This design comes from an exercise in tuning for small area, a short achievable clock period and few clock cycles per item on the open sky130 flow, not from production work. RTL that was checked went through simulation tests only; none was proved equivalent to the original. Power figures rest on the tool's default switching activity, not on a simulated workload.

Design lc4_top, start of the top module:
module lc4_top (
    input  logic        clk,
    input  logic        rst_n,
    output logic [15:0] o_pc,
    input  logic [15:0] i_insn_a,
    input  logic [15:0] i_insn_b,
    output logic [15:0] o_dmem_addr,
    output logic        o_dmem_we,
    output logic [15:0] o_dmem_wdata,
    input  logic [15:0] i_dmem_rdata,
    output logic        o_ret_a_valid,
    output logic [15:0] o_ret_a_pc,
    output logic [15:0] o_ret_a_insn,
    output logic        o_ret_a_rf_we,
    output logic [2:0]  o_ret_a_wsel,
    output logic [15:0] o_ret_a_wdata,
    output logic        o_ret_a_dmem_we,
    output logic [15:0] o_ret_a_dmem_addr,
    output logic [15:0] o_ret_a_dmem_data,
    output logic        o_ret_b_valid,
    output logic [15:0] o_ret_b_pc,
    output logic [15:0] o_ret_b_insn,
    output logic        o_ret_b_rf_we,
    output logic [2:0]  o_ret_b_wsel,
    output logic [15:0] o_ret_b_wdata,
    output logic        o_ret_b_dmem_we,
    output logic [15:0] o_ret_b_dmem_addr,
    output logic [15:0] o_ret_b_dmem_data
);
clock: 8.0 ns
lec_check: 0
cap_margin: 0
core_margin: 2
core_utilization: 40
cts_cluster_diameter: 100
cts_cluster_size: 25
setup_slack_margin: 5
slew_margin: 0
standard.sh (not shown) runs the stock make flow with config.mk's settings and CLKGATE_MAP_FILE= SYNTH_SCRIPT=/design/flow/synth_recipe.tcl, a recipe that flattens the netlist after the stock synthesis.
==> flow/flow/run.sh <==
#!/bin/bash
# The standard layout (the standard.sh), except that the port buffers
# use the smallest plain buffer cell and the constant outputs share one tie
# cell.
export BUFFER_PORTS_ARGS="-buffer_cell sky130_fd_sc_hd__buf_1"
export SKIP_REPAIR_TIE_FANOUT=1
bash standard.sh > standard.log 2>&1
Rerun with:
--- a/flow/design.v
+++ b/flow/design.v
@@ -135,20 +135,17 @@
     logic        fs_ld;               
     logic        m_valid, m_we, m_ld, m_st;
     logic [15:0] m_insn, m_result, m_sdata, m_val;
     logic        w_valid, w_we, w_st;
     logic [15:0] w_pe, w_pc, w_insn, w_data, w_addr;
     localparam logic [15:0] PC0 = 16'h81ff;
-    logic [15:0] pc_e, pc_q;
+    logic [15:0] pc_e, pc_q;          
     logic        primed;              
     logic [2:0]  f_rs, f_rt;
     logic        p_rs_re, p_rt_alu, p_is_str, p_is_ldr;
     logic [3:0]  n_op;
-    logic [2:0]  n_rt;
-    logic        n_rs_re;
-    logic [7:0]  p_sa, p_sb;          
     logic        x_we, x_ld;
     logic        xa, xb;              
     logic        stall;               
     logic [15:0] ra, rb;
     assign pc_q = pc_e ^ PC0;
     assign o_pc = pc_q;
@@ -162,24 +159,18 @@
             if (!stall) pc_e <= (pc_q + 16'd1) ^ PC0;
             primed  <= 1'b1;
             x_valid <= primed & ~stall;
             x_ldw   <= primed & ~stall & p_is_ldr;
         end
     end
-    assign n_op    = i_insn_b[15:12];
-    assign n_rs_re = (n_op == 4'd1) | (n_op == 4'd5) | (n_op == 4'd6) | (n_op == 4'd7);
-    assign n_rt    = (n_op == 4'd7) ? i_insn_b[11:9] : i_insn_b[2:0];
+    assign n_op = i_insn_b[15:12];
     always_ff @(posedge clk) begin
         if (!stall) begin
             p_is_str <= (n_op == 4'd7);
             p_is_ldr <= (n_op == 4'd6);
-            p_rs_re  <= n_rs_re;
-            for (int i = 0; i < 8; i++) begin
-                p_sa[i] <= n_rs_re & (i_insn_b[8:6] == 3'(i));
-                p_sb[i] <= (n_rt == 3'(i));
-            end
+            p_rs_re  <= (n_op == 4'd1) | (n_op == 4'd5) | (n_op == 4'd6) | (n_op == 4'd7);
             p_rt_alu <= ((n_op == 4'd1) | (n_op == 4'd5)) & ~i_insn_b[5];
         end
     end
     assign f_rs     = i_insn_a[8:6];
     assign f_rt     = p_is_str ? i_insn_a[11:9] : i_insn_a[2:0];
     assign x_we  = x_valid & writes_reg(ir);
@@ -189,14 +180,14 @@
     assign stall = x_ldw & ((p_rs_re & (ir[11:9] == f_rs))
                             | (p_rt_alu & (ir[11:9] == i_insn_a[2:0])));
     always_comb begin
         ra = '0;
         rb = '0;
         for (int i = 0; i < 8; i++) begin
-            ra = ra | ({16{rvalid[i] & p_sa[i]}} & regs[i]);
-            rb = rb | ({16{rvalid[i] & p_sb[i]}} & regs[i]);
+            ra = ra | ({16{rvalid[i] & p_rs_re & (f_rs == 3'(i))}} & regs[i]);
+            rb = rb | ({16{rvalid[i] & (f_rt == 3'(i))}} & regs[i]);
         end
     end
     always_ff @(posedge clk) begin
         ir    <= i_insn_a;
         op_a  <= ra;
         op_b  <= rb;
@@ -207,13 +198,13 @@
         xo_a  <= ~(xa & p_rs_re & ~x_ld) & ~(m_we & (m_insn[11:9] == f_rs) & p_rs_re & ~xa);
         xo_b  <= ~(xb & ~x_ld) & ~(m_we & (m_insn[11:9] == f_rt) & ~xb);
         fs_ld <= xb & x_ld;
     end
     logic [3:0]  op;
     logic        is_arith, is_logic, is_ldr, is_str, is_const, is_mem, reg_form;
-    logic [15:0] va, vb, imm, opb, sum, logic_res, alu;
+    logic [15:0] va, vb, imm, opb, pp, gg, cy, half, logic_res, alu;
     logic        sub;
     assign op       = ir[15:12];
     assign is_arith = (op == 4'd1);
     assign is_logic = (op == 4'd5);
     assign is_ldr   = (op == 4'd6);
     assign is_str   = (op == 4'd7);
@@ -226,21 +217,40 @@
         if (is_mem)        imm = {{10{ir[5]}}, ir[5:0]};
         else if (is_const) imm = {{7{ir[8]}}, ir[8:0]};
         else               imm = {{11{ir[4]}}, ir[4:0]};
     end
     assign sub = is_arith & ~ir[5] & ir[4];
     assign opb = reg_form ? (vb ^ {16{sub}}) : imm;
-    assign sum = va + opb + {15'd0, sub};    
+    assign pp = va ^ opb;
+    assign gg = va & opb;
+    always_comb begin
+        logic [15:0] g, p, gn, pn;
+        g = gg;
+        p = pp;
+        g[0] = gg[0] | (pp[0] & sub);
+        for (int d = 1; d < 16; d = d * 2) begin
+            gn = g;
+            pn = p;
+            for (int i = d; i < 16; i++) begin
+                gn[i] = g[i] | (p[i] & g[i-d]);
+                pn[i] = p[i] & p[i-d];
+            end
+            g = gn;
+            p = pn;
+        end
+        cy = {g[14:0], sub};
+    end
     always_comb begin
         case (ir[4:3])
             2'b00:   logic_res = va & vb;
             2'b10:   logic_res = va | vb;
             default: logic_res = va ^ vb;
         endcase
     end
-    assign alu = is_logic ? logic_res : sum;
+    assign half = is_logic ? logic_res : pp;
+    assign alu  = half ^ (cy & {16{~is_logic}});
     always_ff @(posedge clk or negedge rst_n) begin
         if (!rst_n) begin
             m_valid <= 1'b0;
             m_we    <= 1'b0;
             m_ld    <= 1'b0;
             m_st    <= 1'b0;
Outcome:
- power falls by 4.1%
- sequential cell count falls by 16
- count of clock-buffer cells in the layout falls by 2
- routed wire length hardly moves
- cell area falls by 5.7%
- non-clock buffer count falls by 44
- global-route usage rises by 0.93 points
- worst hold slack improves by 11 ps
- final cell count falls by 6.0%
- combinational power falls by about 2%
- worst setup slack improves by 33 ps
- first-iteration DRC count falls by 1.7%
- core utilization falls by 1.3 points
Testbench counts after the change, summed over its fixed seeds: cycles 10,235, insns 9,600.
Only the layout flow was run in the first run of this note; the RTL was not checked for function there.


Setup of run A:
The RTL this note starts from:
==> flow/design.v <==
package lc4_pkg;
    localparam int WORD_W    = 16;
    localparam int REG_IDX_W = 3;
    localparam int NUM_REGS  = 8;
    localparam logic [WORD_W-1:0] RESET_PC = 16'h8200;
    localparam logic [3:0] OP_ARITH = 4'd1;
    localparam logic [3:0] OP_LOGIC = 4'd5;
    localparam logic [3:0] OP_LDR   = 4'd6;
    localparam logic [3:0] OP_STR   = 4'd7;
    localparam logic [3:0] OP_CONST = 4'd9;
    localparam logic [1:0] SUB_ADD = 2'b00;
    localparam logic [1:0] SUB_SUB = 2'b10;
    localparam logic [1:0] SUB_AND = 2'b00;
    localparam logic [1:0] SUB_OR  = 2'b10;
    localparam logic [1:0] SUB_XOR = 2'b11;
    localparam logic [2:0] ALU_ADD  = 3'd0;
    localparam logic [2:0] ALU_SUB  = 3'd1;
    localparam logic [2:0] ALU_AND  = 3'd2;
    localparam logic [2:0] ALU_OR   = 3'd3;
    localparam logic [2:0] ALU_XOR  = 3'd4;
    localparam logic [2:0] ALU_PASS = 3'd5;  
    typedef logic [WORD_W-1:0]    word_t;
    typedef logic [REG_IDX_W-1:0] reg_idx_t;
    typedef struct packed {
        logic [3:0] opcode;
        reg_idx_t   rd;
        reg_idx_t   rs;
        logic       imm_flag;
        logic [1:0] sub_op;
        reg_idx_t   rt;
    } insn_reg_t;
    typedef struct packed {
        logic [3:0] opcode;
        reg_idx_t   rd_rt;  
        reg_idx_t   rs;
        logic [5:0] offset6;
    } insn_off_t;
    typedef struct packed {
        logic [3:0] opcode;
        reg_idx_t   rd;
        logic [8:0] imm9;
    } insn_cst_t;
    typedef union packed {
        insn_reg_t rv;
        insn_off_t ov;
        insn_cst_t cv;
    } insn_u;
    typedef struct packed {
        reg_idx_t   r1;
        logic       r1_re;
        reg_idx_t   r2;
        logic       r2_re;
        reg_idx_t   rd;
        logic       rf_we;
        logic       is_load;
        logic       is_store;
        logic [2:0] alu_op;
        word_t      imm;
        logic       imm_sel;
    } ctrl_t;
    typedef struct packed {
        logic  valid;
        word_t pc;
        insn_u insn;
        ctrl_t ctrl;
        word_t r1_data;
        word_t r2_data;
        word_t result;  
    } slot_t;
    typedef struct packed {
        logic     valid;
        word_t    pc;
        word_t    insn;
        logic     rf_we;
        reg_idx_t wsel;
        word_t    wdata;
        logic     dmem_we;
        word_t    dmem_addr;
        word_t    dmem_data;
    } retire_t;
    typedef struct packed {
        logic     we;
        reg_idx_t rd;
        word_t    value;
    } fwd_t;
endpackage
`timescale 1ns/1ps
module lc4_top (
    input  logic        clk,
    input  logic        rst_n,
    output logic [15:0] o_pc,
    input  logic [15:0] i_insn_a,
    input  logic [15:0] i_insn_b,
    output logic [15:0] o_dmem_addr,
    output logic        o_dmem_we,
    output logic [15:0] o_dmem_wdata,
    input  logic [15:0] i_dmem_rdata,
    output logic        o_ret_a_valid,
    output logic [15:0] o_ret_a_pc,
    output logic [15:0] o_ret_a_insn,
    output logic        o_ret_a_rf_we,
    output logic [2:0]  o_ret_a_wsel,
    output logic [15:0] o_ret_a_wdata,
    output logic        o_ret_a_dmem_we,
    output logic [15:0] o_ret_a_dmem_addr,
    output logic [15:0] o_ret_a_dmem_data,
    output logic        o_ret_b_valid,
    output logic [15:0] o_ret_b_pc,
    output logic [15:0] o_ret_b_insn,
    output logic        o_ret_b_rf_we,
    output logic [2:0]  o_ret_b_wsel,
    output logic [15:0] o_ret_b_wdata,
    output logic        o_ret_b_dmem_we,
    output logic [15:0] o_ret_b_dmem_addr,
    output logic [15:0] o_ret_b_dmem_data
);
    function automatic logic writes_reg(input logic [15:0] w);
        case (w[15:12])
            4'd1:    writes_reg = w[5] | ~w[3];             
            4'd5:    writes_reg = ~w[5] & (w[4] | ~w[3]);   
            4'd6:    writes_reg = 1'b1;                     
            4'd9:    writes_reg = 1'b1;                     
            default: writes_reg = 1'b0;
        endcase
    endfunction
    logic [15:0] regs [8];
    logic [7:0]  rvalid;
    logic        x_valid;
    logic        x_ldw;               
    logic [15:0] ir;
    logic        c_reg_form, c_sub, c_logic, c_mem, c_const;   
    logic [15:0] op_a, op_b;          
    logic        xm_a, xm_b;          
    logic        xw_a, xw_b;          
    logic        xo_a, xo_b;          
    logic        fs_ld;               
    logic        m_valid, m_we, m_ld, m_st;
    logic [15:0] m_insn, m_result, m_sdata, m_val;
    logic        w_valid, w_we, w_st;
    logic [15:0] w_pe, w_pc, w_insn, w_data, w_addr;
    localparam logic [15:0] PC0 = 16'h8200;
    localparam logic [15:0] WPC0 = 16'h81ff;
    logic [15:0] pc_e, pc_q;          
    logic [2:0]  f_rs, f_rt;
    logic        p_rs_re, p_rt_alu, p_is_str;
    logic [3:0]  n_op;
    logic        x_we, x_ld;
    logic        xa, xb;              
    logic        stall;               
    logic [15:0] ra, rb;
    assign pc_q = pc_e ^ PC0;
    assign o_pc = pc_q;
    always_ff @(posedge clk or negedge rst_n) begin
        if (!rst_n) begin
            pc_e    <= 16'h0;
            x_valid <= 1'b0;
            x_ldw   <= 1'b0;
        end else begin
            if (!stall) pc_e <= (pc_q + 16'd1) ^ PC0;
            x_valid <= ~stall;
            x_ldw   <= ~stall & (i_insn_a[15:12] == 4'd6);
        end
    end
    assign n_op = i_insn_b[15:12];
    always_ff @(posedge clk) begin
        if (!stall) begin
            p_is_str <= (n_op == 4'd7);
            p_rs_re  <= (n_op == 4'd1) | (n_op == 4'd5) | (n_op == 4'd6) | (n_op == 4'd7);
            p_rt_alu <= ((n_op == 4'd1) | (n_op == 4'd5)) & ~i_insn_b[5];
        end
    end
    assign f_rs     = i_insn_a[8:6];
    assign f_rt     = p_is_str ? i_insn_a[11:9] : i_insn_a[2:0];
    assign x_we  = x_valid & writes_reg(ir);
    assign x_ld  = (ir[15:12] == 4'd6);
    assign xa    = x_we & (ir[11:9] == f_rs);
    assign xb    = x_we & (ir[11:9] == f_rt);
    assign stall = x_ldw & ((p_rs_re & (ir[11:9] == f_rs))
                            | (p_rt_alu & (ir[11:9] == i_insn_a[2:0])));
    always_comb begin
        ra = '0;
        rb = '0;
        for (int i = 0; i < 8; i++) begin
            ra = ra | ({16{rvalid[i] & p_rs_re & (f_rs == 3'(i))}} & regs[i]);
            rb = rb | ({16{rvalid[i] & (f_rt == 3'(i))}} & regs[i]);
        end
    end
    always_ff @(posedge clk) begin
        ir         <= i_insn_a;
        c_reg_form <= ((i_insn_a[15:12] == 4'd1) | (i_insn_a[15:12] == 4'd5)) & ~i_insn_a[5];
        c_sub      <= (i_insn_a[15:12] == 4'd1) & ~i_insn_a[5] & i_insn_a[4];
        c_logic    <= (i_insn_a[15:12] == 4'd5);
        c_mem      <= (i_insn_a[15:12] == 4'd6) | (i_insn_a[15:12] == 4'd7);
        c_const    <= (i_insn_a[15:12] == 4'd9);
        op_a  <= ra;
        op_b  <= rb;
        xm_a  <= xa & p_rs_re & ~x_ld;
        xm_b  <= xb & ~x_ld;
        xw_a  <= m_we & (m_insn[11:9] == f_rs) & p_rs_re & ~xa;
        xw_b  <= m_we & (m_insn[11:9] == f_rt) & ~xb;
        xo_a  <= ~(xa & p_rs_re & ~x_ld) & ~(m_we & (m_insn[11:9] == f_rs) & p_rs_re & ~xa);
        xo_b  <= ~(xb & ~x_ld) & ~(m_we & (m_insn[11:9] == f_rt) & ~xb);
        fs_ld <= xb & x_ld;
    end
    logic        is_ldr, is_str;
    logic [15:0] va, vb, imm, opb, pp, gg, cy, half, logic_res, alu;
    logic        sub;
    assign is_ldr   = (ir[15:12] == 4'd6);
    assign is_str   = (ir[15:12] == 4'd7);
    assign va = ({16{xm_a}} & m_result) | ({16{xw_a}} & w_data) | ({16{xo_a}} & op_a);
    assign vb = ({16{xm_b}} & m_result) | ({16{xw_b}} & w_data) | ({16{xo_b}} & op_b);
    always_comb begin
        if (c_mem)         imm = {{10{ir[5]}}, ir[5:0]};
        else if (c_const)  imm = {{7{ir[8]}}, ir[8:0]};
        else               imm = {{11{ir[4]}}, ir[4:0]};
    end
    assign sub = c_sub;
    assign opb = c_reg_form ? (vb ^ {16{sub}}) : imm;
    assign pp = va ^ opb;
    assign gg = va & opb;
    always_comb begin
        logic [15:0] g, p, gn, pn;
        g = gg;
        p = pp;
        g[0] = gg[0] | (pp[0] & sub);
        for (int d = 1; d < 16; d = d * 2) begin
            gn = g;
            pn = p;
            for (int i = d; i < 16; i++) begin
                gn[i] = g[i] | (p[i] & g[i-d]);
                pn[i] = p[i] & p[i-d];
            end
            g = gn;
            p = pn;
        end
        cy = {g[14:0], sub};
    end
    always_comb begin
        case (ir[4:3])
            2'b00:   logic_res = va & vb;
            2'b10:   logic_res = va | vb;
            default: logic_res = va ^ vb;
        endcase
    end
    assign half = c_logic ? logic_res : pp;
    assign alu  = half ^ (cy & {16{~c_logic}});
    always_ff @(posedge clk or negedge rst_n) begin
        if (!rst_n) begin
            m_valid <= 1'b0;
            m_we    <= 1'b0;
            m_ld    <= 1'b0;
            m_st    <= 1'b0;
        end else begin
            m_valid <= x_valid;
            m_we    <= x_we;
            m_ld    <= x_valid & is_ldr;
            m_st    <= x_valid & is_str;
        end
    end
    always_ff @(posedge clk) begin
        m_insn   <= ir;
        m_result <= alu;
        m_sdata  <= fs_ld ? i_dmem_rdata : vb;
    end
    assign m_val        = m_ld ? i_dmem_rdata : m_result;
    assign o_dmem_addr  = m_result;
    assign o_dmem_wdata = m_sdata;
    assign o_dmem_we    = m_st;
    always_ff @(posedge clk or negedge rst_n) begin
        if (!rst_n) begin
            rvalid <= '0;
        end else if (m_we) begin
            rvalid[m_insn[11:9]] <= 1'b1;
        end
    end
    always_ff @(posedge clk) begin
        for (int i = 0; i < 8; i++) begin
            if (m_we && m_insn[11:9] == 3'(i)) regs[i] <= m_val;
        end
    end
    always_ff @(posedge clk or negedge rst_n) begin
        if (!rst_n) begin
            w_valid <= 1'b0;
            w_we    <= 1'b0;
            w_st    <= 1'b0;
            w_pe    <= 16'h0;
        end else begin
            w_valid <= m_valid;
            w_we    <= m_we;
            w_st    <= m_st;
            if (m_valid) w_pe <= (w_pc + 16'd1) ^ WPC0;
        end
    end
    always_ff @(posedge clk) begin
        w_insn <= m_insn;
        w_data <= m_st ? m_sdata : m_val;
        w_addr <= m_result;
    end
    assign w_pc = w_pe ^ WPC0;
    assign o_ret_a_valid     = w_valid;
    assign o_ret_a_pc        = w_pc;
    assign o_ret_a_insn      = w_insn;
    assign o_ret_a_rf_we     = w_we;
    assign o_ret_a_wsel      = w_insn[11:9];
    assign o_ret_a_wdata     = w_data;
    assign o_ret_a_dmem_we   = w_st;
    assign o_ret_a_dmem_addr = w_addr;
    assign o_ret_a_dmem_data = w_data;
    assign o_ret_b_valid     = 1'b0;
    assign o_ret_b_pc        = 16'h0;
    assign o_ret_b_insn      = 16'h0;
    assign o_ret_b_rf_we     = 1'b0;
    assign o_ret_b_wsel      = 3'h0;
    assign o_ret_b_wdata     = 16'h0;
    assign o_ret_b_dmem_we   = 1'b0;
    assign o_ret_b_dmem_addr = 16'h0;
    assign o_ret_b_dmem_data = 16'h0;
endmodule
clock: 8.0 ns
lec_check: 0
cap_margin: 0
core_margin: 2
core_utilization: 40
cts_cluster_diameter: 100
cts_cluster_size: 25
setup_slack_margin: 5
slew_margin: 0
Scripts as last shown in full above: flow/flow/run.sh
Inputs modified between run A and run B:
diff --git a/flow/design.v b/flow/design.v
--- a/flow/design.v
+++ b/flow/design.v
@@ -139,9 +139,9 @@
     logic        w_valid, w_we, w_st;
     logic [15:0] w_pe, w_pc, w_insn, w_data, w_addr;
-    localparam logic [15:0] PC0 = 16'h8200;
-    localparam logic [15:0] WPC0 = 16'h81ff;
+    localparam logic [15:0] PC0 = 16'h81ff;
     logic [15:0] pc_e, pc_q;          
+    logic        primed;              
     logic [2:0]  f_rs, f_rt;
-    logic        p_rs_re, p_rt_alu, p_is_str;
+    logic        p_rs_re, p_rt_alu, p_is_str, p_is_ldr;
     logic [3:0]  n_op;
     logic        x_we, x_ld;
@@ -154,10 +154,12 @@
         if (!rst_n) begin
             pc_e    <= 16'h0;
+            primed  <= 1'b0;
             x_valid <= 1'b0;
             x_ldw   <= 1'b0;
         end else begin
             if (!stall) pc_e <= (pc_q + 16'd1) ^ PC0;
-            x_valid <= ~stall;
-            x_ldw   <= ~stall & (i_insn_a[15:12] == 4'd6);
+            primed  <= 1'b1;
+            x_valid <= primed & ~stall;
+            x_ldw   <= primed & ~stall & p_is_ldr;
         end
     end
@@ -166,4 +168,5 @@
         if (!stall) begin
             p_is_str <= (n_op == 4'd7);
+            p_is_ldr <= (n_op == 4'd6);
             p_rs_re  <= (n_op == 4'd1) | (n_op == 4'd5) | (n_op == 4'd6) | (n_op == 4'd7);
             p_rt_alu <= ((n_op == 4'd1) | (n_op == 4'd5)) & ~i_insn_b[5];
@@ -289,5 +292,5 @@
             w_we    <= m_we;
             w_st    <= m_st;
-            if (m_valid) w_pe <= (w_pc + 16'd1) ^ WPC0;
+            if (m_valid) w_pe <= (w_pc + 16'd1) ^ PC0;
         end
     end
@@ -297,5 +300,5 @@
         w_addr <= m_result;
     end
-    assign w_pc = w_pe ^ WPC0;
+    assign w_pc = w_pe ^ PC0;
     assign o_ret_a_valid     = w_valid;
     assign o_ret_a_pc        = w_pc;
## What came out
Taking run A as the reference, in run B worst setup slack grew by 0.033 ns, CTS sink count higher.
Delta (run B minus run A): worst hold slack barely changed, peak supply drop climbed 22%, switching part of the total dropped 0.51 points, number of non-clock buffers dropped 7.
From run A to run B the numbers moved as follows: routed wire length held, leakage power of the design up about 1.5%, maximum root-to-sink buffer count saw little to no change.
The final area on run A is in line with that on run B.
Where total design power is concerned, run A is outperformed by run B.
Compared with run A, run B shows a compound-cell area share of the yosys netlist that is 0.58 points lower.
On net switching power figure, run B does better than run A.
For run B, the type of the worst setup path was flop to flop, unlike run A, where it was input port to flop.
No run of this note included a check of the RTL's function; only the layout flow was run.

afterwards: timing with drivers on the ports:
No port has a modelled driver above. Below, the same layouts with a new extraction and two added sets of constraints.
Step 1 assumes that a clkbuf_16 drives the clock port and a buf_2 every other input.
Step 2, shift: input delay + t, output delay - t, t = (earliest + latest rising clock arrival at the registers) / 2. This alone moves slack from input paths to output paths.
Slacks: no drivers / after step 1 / after step 2; pairs: no drivers / after step 1.
| run | t (ns) | slack for setup (ns) | hold WS [ns] |
|---|---|---|---|
| the first run of note 1 | 0.585 | 4.948 / 4.948 / 4.595 | 0.321 / 0.321 / 0.321 |
| the second run of note 1 | 0.578 | 4.981 / 4.981 / 4.465 | 0.332 / 0.332 / 0.332 |
| run A | 0.555 | 5.016 / 4.993 / 4.476 | 0.335 / 0.335 / 0.335 |
| run B | 0.566 | 5.049 / 5.007 / 4.506 | 0.336 / 0.336 / 0.336 |
After both steps every run listed still meets setup and hold. The setup slack of run B, which loses most, moves by -0.042 ns with the drivers and by -0.543 ns with both steps.
